This is an optimization exercise on Yosys and OpenROAD, whose aim is small area, a short achievable clock period and few clock cycles per item, not a production implementation. The RTL was checked by simulation tests, not by an equivalence proof against the original design. No activity file was given, so power comes from the tool's default toggle rates.

==> flow/design.v (excerpt) <==
module multi_pattern_byte_scanner_unit (
  input  logic        clk,
  input  logic        rst,
  input  logic        in_valid,
  output logic        in_stall,
  input  logic [1:0]  cmd,
  input  logic [2:0]  pattern_slot,
  input  logic [4:0]  byte_position,
  input  logic [5:0]  length_value,
  input  logic [7:0]  data_byte,
  output logic        out_valid,
  input  logic        out_stall,
  output logic        kind,
  output logic [2:0]  which_pattern,
  output logic [31:0] match_address,
  output logic [31:0] match_count,
  output logic        last,
  input  logic        cfg_write,
  input  logic        cfg_index,
  input  logic [31:0] cfg_data
);
  logic        v1;
  logic [1:0]  c1;
  logic [2:0]  s1;
  logic [4:0]  p1;
  logic [5:0]  l1;
  logic [7:0]  d1;
  logic [31:0]             base_address;
  logic [3:0]              n;           
  logic [MAX_PATTERNS-1:0] act;         
  logic                    cfgn_flag;   
  logic [LEN_W-1:0] lengths [MAX_PATTERNS];
  logic [POS_W-1:0] ins;         
  logic [POS_W-1:0] needm1_r;    
  logic             stale;       
  logic [31:0]      seen;
  logic             seen_nz;     
  logic             r2_ok;       
  logic                    v2, f2;
  logic [MAX_PATTERNS-1:0] m2;   
  logic                    v3, f3, lastr;
  ...
Size: ~2900 flip-flops, about 130 I/O pins.
==> flow/config.mk <==
export PLATFORM = sky130hd
export DESIGN_NAME = multi_pattern_byte_scanner_unit
export DESIGN_NICKNAME = multi_pattern_byte_scanner_unit
export VERILOG_FILES = /design/flow/design.v
export SDC_FILE = /design/flow/constraint.sdc
export NUM_CORES = 4
export LEC_CHECK = 0
export CAP_MARGIN = 40
export CORE_MARGIN = 2
export CORE_UTILIZATION = 40
export CTS_CLUSTER_DIAMETER = 60
export CTS_CLUSTER_SIZE = 30
export SLEW_MARGIN = 40
==> flow/constraint.sdc <==
create_clock -name core_clock -period 14.0 [get_ports {clk}]
set_input_delay 2.8000 -clock core_clock [delete_from_list [all_inputs] [get_ports {clk}]]
set_output_delay 2.8000 -clock core_clock [all_outputs]
set_load 0.01 [all_outputs]
run.sh (not shown) runs the stock make flow with config.mk's settings and CLKGATE_MAP_FILE= SYNTH_SCRIPT=/design/flow/synth_recipe.tcl, a recipe that flattens the netlist after the stock synthesis.
The starting point finished clean.
Testbench counts at the start, summed over its fixed seeds: cycles 18,681, items 16,384.
==> next run, changes <==
Settings changed: CTS_CLUSTER_DIAMETER 60 to not set, CTS_CLUSTER_SIZE 30 to not set.
What happened: The changed run finished clean. Design area rose by 1.9%. Wire length came out higher by 0.62%. Cell count grows by 1.4%. Hold slack hardly moves. Clock-buffer cell count rose by 184. Area after synthesis is unchanged. Setup slack loses 0.13 ns. Clock power came out higher by 25%.
==> next run, changes <==
==> flow/flow/run.sh (new file) <==
#!/bin/bash
# Standard layout, with timing repair aimed at a 4.3 ns path (14 ns period less a
# 9.7 ns setup margin) and the port buffers made of buf_2 cells. The clock period and
# constraints are the design's.
set -euo pipefail
bash standard.sh SETUP_SLACK_MARGIN=9.7 "BUFFER_PORTS_ARGS=-buffer_cell sky130_fd_sc_hd__buf_2" finish > make_finish.log 2>&1
==> flow/standard.sh (new file) <==
#!/bin/bash
# synth_recipe.tcl (not shown) runs the flow's synth.tcl, then flattens the netlist and writes it again
# the make line also repeats each setting of config.mk as NAME=value (left out here)
make -C /OpenROAD-flow-scripts/flow DESIGN_CONFIG=/design/flow/config.mk WORK_HOME=/design/flow/orfs CLKGATE_MAP_FILE= SYNTH_SCRIPT=/design/flow/synth_recipe.tcl "${@:-finish}"
removed: flow/run.sh
Via count stays flat.
Flip-flop and latch count stays the same.
Fmax grows by about 16%.
Global-route usage shrinks by 0.18 points.
Routed wire length is about the same.
Die area stays the same.
Clock skew shrinks by 0.047 ns.
Design area hardly moves.

========
multi_pattern_byte_scanner_unit, a different RTL version from the one above (not shown whole).
Size in the first run: roughly 130 I/O pins.
## multi_pattern_byte_scanner_unit
module multi_pattern_byte_scanner_unit (
  input  logic        clk,
  input  logic        rst,
  input  logic        in_valid,
  output logic        in_stall,
  input  logic [1:0]  cmd,
  input  logic [2:0]  pattern_slot,
  input  logic [4:0]  byte_position,
  input  logic [5:0]  length_value,
  input  logic [7:0]  data_byte,
  output logic        out_valid,
  input  logic        out_stall,
  output logic        kind,
  output logic [2:0]  which_pattern,
  output logic [31:0] match_address,
  output logic [31:0] match_count,
  output logic        last,
  input  logic        cfg_write,
  input  logic        cfg_index,
  input  logic [31:0] cfg_data
);
clock: 14.0 ns
lec_check: 0
cap_margin: 40
core_margin: 2
core_utilization: 40
cts_cluster_diameter: 60
cts_cluster_size: 30
slew_margin: 40
standard.sh (not shown) runs the stock make flow with config.mk's settings and CLKGATE_MAP_FILE= SYNTH_SCRIPT=/design/flow/synth_recipe.tcl, a recipe that flattens the netlist after the stock synthesis.
==> flow/flow/run.sh <==
#!/bin/bash
# Standard layout, with timing repair aimed at a 4.5 ns path (14 ns period less a
# 9.5 ns setup margin) and the port buffers made of buf_2 cells. The clock period and
# constraints are the design's.
set -euo pipefail
bash standard.sh SETUP_SLACK_MARGIN=9.5 "BUFFER_PORTS_ARGS=-buffer_cell sky130_fd_sc_hd__buf_2" finish > make_finish.log 2>&1
Testbench counts at the start, summed over its fixed seeds: cycles 18,681, items 16,384.
Change:
==> flow/flow/run.sh (replaced) <==
#!/bin/bash
# Standard layout, with timing repair aimed at a 4.3 ns path (14 ns period less a
# 9.7 ns setup margin) and the port buffers made of buf_2 cells. The clock period and
# constraints are the design's.
set -euo pipefail
bash standard.sh SETUP_SLACK_MARGIN=9.7 "BUFFER_PORTS_ARGS=-buffer_cell sky130_fd_sc_hd__buf_2" finish > make_finish.log 2>&1
=> Sequential power barely changes. Die area does not change. Flip-flop and latch count stays the same. Clock power stays flat. Setup slack is better by 0.13 ns.

afterwards: timing with drivers on the ports:
The flow's constraints put no driver on any port. The routed layouts listed below were extracted and timed again, unchanged, in two steps. Step 1: set_driving_cell puts a clkbuf_16 on clk and a buf_2 on each other input, an assumption about the parent block. Step 2 moves the port delays by t, midway between the first and last clock arrival at a register: inputs arrive t later, outputs are due t later. That takes back most of the time a late clock gives input paths. Slacks: no drivers / after step 1 / after step 2; pairs: no drivers / after step 1.
run | t (ns) | setup WS [ns] | worst register clock-pin slew, ns | worst data-port slew with drivers (ns) | pins driven straight from the clock port
the first run of note 1 | 1.024 | 8.889 / 8.889 / 8.463 | 0.11 / 0.11 | 0.10 | 1
the second run of note 1 | 1.018 | 8.756 / 8.756 / 8.450 | 0.07 / 0.07 | 0.09 | 1
the third run of note 1 | 1.033 | 9.478 / 9.478 / 8.841 | 0.07 / 0.07 | 0.10 | 1
the first run of note 2 | 1.032 | 9.398 / 9.398 / 8.795 | 0.10 / 0.10 | 0.17 | 1
the second run of note 2 | 1.025 | 9.530 / 9.475 / 8.951 | 0.10 / 0.10 | 0.16 | 1
After both steps every run listed still meets setup and hold. The setup slack of the third run of note 1, which loses most, moves by 0.000 ns with the drivers and by -0.637 ns with both steps.
